This is an optimization exercise on Yosys and OpenROAD, whose aim is small area, a short achievable clock period and few clock cycles per item, not a production implementation. Where RTL was checked, it was by simulation tests only, not by an equivalence proof against the original. Power figures rest on the tool's default switching activity, not on a simulated workload.

==> build 79: inputs <==
// ghash_tag_engine
module ghash_tag_engine (
  input  logic         clk,
  input  logic         rst,
  input  logic [127:0] h_key,
  input  logic         h_load,
  input  logic [127:0] ek_y0,
  input  logic         ek_load,
  input  logic         start,
  input  logic         blk_valid,
  output logic         blk_ready,
  input  logic [127:0] blk_data,
  input  logic [4:0]   blk_bytes,
  input  logic         blk_type,
  input  logic         blk_last,
  output logic [127:0] tag,
  output logic [127:0] ghash_out,
  output logic         tag_valid,
  input  logic         tag_ready,
  output logic         busy,
  output logic         err
);
==> module ghash_tag_engine, before the edit <==
module ghash_tag_engine (
  input  logic         clk,
  input  logic         rst,
  input  logic [127:0] h_key,
  input  logic         h_load,
  input  logic [127:0] ek_y0,
  input  logic         ek_load,
  input  logic         start,
  input  logic         blk_valid,
  output logic         blk_ready,
  input  logic [127:0] blk_data,
  input  logic [4:0]   blk_bytes,
  input  logic         blk_type,
  input  logic         blk_last,
  output logic [127:0] tag,
  output logic [127:0] ghash_out,
  output logic         tag_valid,
  input  logic         tag_ready,
  output logic         busy,
  output logic         err
);
  localparam int unsigned QW = 717;
  logic         run;         
  logic         acc;         
  logic         rdy;         
  logic         wl;          
  logic         wz;          
  logic         cmb;         
  logic         done;        
  logic         ph;          
  logic         np;          
  logic         fz;          
  logic         hl;          
  logic         ck;          
  logic         seen_ct, aad_part, data_part;
  logic [127:0] o, h, ek;
  logic [127:0] hb;           
  logic [QW-1:0] q;
  logic [56:0]  aad_blk, data_blk;
  logic [3:0]   aad_byt, data_byt;
  logic [127:0] a_p, r_p, h_p, h2_p, mask, xm, lens, t, r, hb_n;
  logic [QW-1:0] p;
  logic         viol, take, ok, mul, inj, n_acc, n_ph, n_np, n_rdy, n_s2, n_s1, n_s0;
  function automatic logic [127:0] gf_sq(input logic [127:0] a);
    logic [254:0] c;
    c = '0;
    for (int i = 0; i < 128; i++) c[2*i] = a[i];
    for (int k = 254; k >= 128; k--) begin
      c[k-128] = c[k-128] ^ c[k];
      c[k-127] = c[k-127] ^ c[k];
      c[k-126] = c[k-126] ^ c[k];
      c[k-121] = c[k-121] ^ c[k];
    end
    gf_sq = c[127:0];
  endfunction
  always_comb begin
    for (int i = 0; i < 128; i++) begin
      a_p[i] = o[127-i];
      h_p[i] = h[127-i];
    end
  end
  gf_s1 u_s1 (.a(a_p), .b(hb), .p(p));
  gf_s2 u_s2 (.q(q), .r(r_p));
  always_comb begin
    for (int i = 0; i < 128; i++) begin
      r[127-i] = r_p[i];
    end
    h2_p = gf_sq(h_p);
    for (int i = 0; i < 16; i++) mask[127-8*i -: 8] = {8{5'(i) < blk_bytes}};
    xm   = blk_data & mask;
    lens = {aad_blk, aad_byt, 3'b000, data_blk, data_byt, 3'b000};
    viol = (!blk_type && seen_ct) || (blk_type ? data_part : aad_part) ||
           (blk_bytes == 5'd0 && !blk_last) || (blk_bytes > 5'd16);
    take = blk_valid && rdy && !start;
    ok   = take && !viol;
    mul  = ok && (blk_bytes != 5'd0);
    inj  = wl && (ph == np);
    t    = (mul ? xm : '0) ^ (inj ? lens : '0) ^ ((cmb || done) ? o : '0);
  end
  assign blk_ready = rdy;
  assign tag_valid = done;
  assign busy      = run;
  assign ghash_out = o;
  assign tag       = o ^ ek;
  always_ff @(posedge clk) begin
    q  <= p;
    o  <= r ^ t;
    hb <= hb_n;
  end
  always_comb begin
    n_acc = acc;
    n_np  = np;
    n_ph  = !ph;
    if (ok) begin
      if (blk_last) n_acc = 1'b0;
      if (mul) n_np = !np;
    end
    n_rdy = n_acc && (n_ph == n_np);
    n_s2 = !rst && !start && mul && hl;
    n_s1 = !rst && !start && inj && hl;
    n_s0 = !rst && !start && run && !mul && !inj && !fz && !wz && !cmb && !done;
    for (int i = 0; i < 128; i++) hb_n[i] = (h2_p[i] & n_s2) | (h_p[i] & n_s1);
    hb_n[0] = hb_n[0] | n_s0;
  end
  always_ff @(posedge clk) begin
    if (rst) begin
      run   <= 1'b0;
      acc   <= 1'b0;
      rdy   <= 1'b0;
      wl    <= 1'b0;
      wz    <= 1'b0;
      cmb   <= 1'b0;
      done  <= 1'b0;
      fz    <= 1'b0;
      hl    <= 1'b0;
      ck    <= 1'b1;
      err   <= 1'b0;
      ek    <= '0;
    end else begin
      err <= take && viol;
      if (h_load && (!run || done)) begin
        h  <= h_key;
        hl <= 1'b1;
      end
      if (ek_load && !done) ek <= ek_y0;
      if (start) begin
        run       <= 1'b1;
        acc       <= 1'b1;
        wl        <= 1'b0;
        wz        <= 1'b0;
        cmb       <= 1'b0;
        done      <= 1'b0;
        ph        <= 1'b0;
        np        <= !ck;
        rdy       <= ck;
        fz        <= !ck;
        ck        <= 1'b1;
        seen_ct   <= 1'b0;
        aad_part  <= 1'b0;
        data_part <= 1'b0;
        aad_blk   <= '0;
        aad_byt   <= '0;
        data_blk  <= '0;
        data_byt  <= '0;
      end else begin
        ph  <= n_ph;
        np  <= n_np;
        acc <= n_acc;
        rdy <= n_rdy;
        fz  <= 1'b0;
        ck  <= !n_s2 && !n_s1 && !n_s0;
        if (ok) begin
          if (blk_type) begin
            if (blk_bytes[4]) data_blk <= data_blk + 57'd1;
            else              data_byt <= blk_bytes[3:0];
            data_part <= !blk_bytes[4];
            seen_ct   <= 1'b1;
          end else begin
            if (blk_bytes[4]) aad_blk <= aad_blk + 57'd1;
            else              aad_byt <= blk_bytes[3:0];
            aad_part <= !blk_bytes[4];
          end
          if (blk_last) wl <= 1'b1;
        end
        if (inj) wl <= 1'b0;
        wz  <= inj;
        cmb <= wz;
        if (cmb) done <= 1'b1;
        if (done && tag_ready) begin
          done <= 1'b0;
          run  <= 1'b0;
        end
      end
    end
  end
endmodule
Settings: LEC_CHECK=0, CAP_MARGIN=20, CORE_MARGIN=2, CORE_UTILIZATION=40, SLEW_MARGIN=20; clock period 8.0 ns.
run.sh (not shown) runs the stock make flow with config.mk's settings and CLKGATE_MAP_FILE= SYNTH_SCRIPT=/design/flow/synth_recipe.tcl, a recipe that flattens the netlist after the stock synthesis.
==> build 20 (differences from build 79) <==
Settings changed: CORE_UTILIZATION 40 to 30, CTS_CLUSTER_DIAMETER from default to 100, CTS_CLUSTER_SIZE from default to 20, SETUP_SLACK_MARGIN from default to 4.5.
==> build 82 (differences from build 79) <==
--- a/flow/design.v
+++ b/flow/design.v
@@ -35,3 +35,3 @@
   logic         seen_ct, aad_part, data_part;
-  logic [127:0] o, h, ek;
+  logic [127:0] o, h, ek, tg;
   logic [127:0] hb;           
@@ -83,3 +83,3 @@
   assign ghash_out = o;
-  assign tag       = o ^ ek;
+  assign tag       = tg;
   always_ff @(posedge clk) begin
@@ -88,2 +88,3 @@
     hb <= hb_n;
+    if (cmb) tg <= r ^ o ^ (ek_load ? ek_y0 : ek);
   end
Settings changed: SETUP_SLACK_MARGIN from default to 4.5.
==> summary of the runs <==
- Of build 79 and build 82, build 82 has the higher total power (gap about 20%, measured against build 82).
- Global-route usage: build 82 is lower than build 79 (1.6 points).
- Build 79 ran to the end with no violations. Build 20 produced a clean layout. Build 82 went through all stages and came out clean.
- Against build 82, the register-to-register slack of build 79 is lower by 0.97 ns.
- Of build 79 and build 20, build 20 has the higher cell count (gap about 8%, measured against build 20).
- Between build 20 and build 82, the lower clock skew is in build 82 (gap 0.014 ns).
- Against build 79, the utilization of build 82 is higher by 1.9 points.
- Between build 82 and build 79, the lower hold slack is in build 82 (gap 0.0041 ns).
- Count of clock-buffer cells in the layout, highest first: build 82, build 79, build 20.
==> figures <==
| item | build 82 | build 20 | build 79 |
|---|---|---|---|
| Result of the run | complete, no violations | complete, no violations | complete, no violations |
| Post-Route Utilization | 0.485 | 0.370 | 0.466 |
| Cell Area, Synth | 0.144 mm² | 0.138 mm² | 0.138 mm² |
| Area of the multi-input gates | 0.111 mm² | 0.108 mm² | 0.105 mm² |
| Post-layout worst setup margin | 4.26 ns | 4.26 ns | 3.17 ns |
| Part of the total power dissipated in sequential elements | 0.139 | 0.144 | 0.158 |
| Final area over synthesized area | 1.209x | 1.228x | 1.161x |
| Type of the setup path with the least slack | reg -> reg | reg -> reg | in -> reg |
| Global-route wire length before repair | 1050000 µm | 1100000 µm | 1030000 µm |
| Setup clock skew after layout | 0.0924 ns | 0.106 ns | 0.122 ns |
| Gate count after technology mapping | 17.9k | 17.6k | 17.6k |
| Worst hold-check slack | 0.453 ns | 0.468 ns | 0.457 ns |
| Number of H-tree branching levels | 4 | 3 | 4 |
| Critical path data required time | 8.63 ns | 8.79 ns | 8.91 ns |
| Clock buf/inv share | 0.0363 | 0.0247 | 0.0401 |
| Pin count of the biggest net entering global routing | 130 | 104 | 107 |
| Worst reg-to-reg path cell count | 7 | 7 | 8 |
Testbench counts of build 79, summed over its fixed seeds: cycles 2,597, items 1,821.
Testbench counts of build 20, summed over its fixed seeds: cycles 2,597, items 1,821.
The RTL of build 82 was laid out without a check of its function.

[static timing again, ports no longer ideal]
How much do the figures lean on ideal ports? The routed layouts below were timed once more, with nothing changed but the port constraints.
Step 1: set_driving_cell puts a clkbuf_16 on clk and a buf_2 on each other input, an assumption about the parent block.
Step 2, shift: input delay + t, output delay - t, t = (earliest + latest rising clock arrival at the registers) / 2. This alone moves slack from input paths to output paths.
a / b / c = no drivers / after step 1 / after step 2; a / b = the first two.
run | shift t [ns] | setup slack, ns | worst setup path after step 2 | latest minus earliest clock arrival (ns)
build 79 | 1.087 | 3.169 / 3.104 / 2.078 | input to register | 0.129 / 0.129
build 20 | 1.070 | 4.261 / 4.261 / 3.427 | input to register | 0.107 / 0.107
build 82 | 1.062 | 4.257 / 4.257 / 3.559 | input to register | 0.097 / 0.096
After both steps setup and hold are still met in every run listed. For build 79, which loses most, drivers alone change the setup slack by -0.065 ns; drivers and shift together by -1.091 ns.
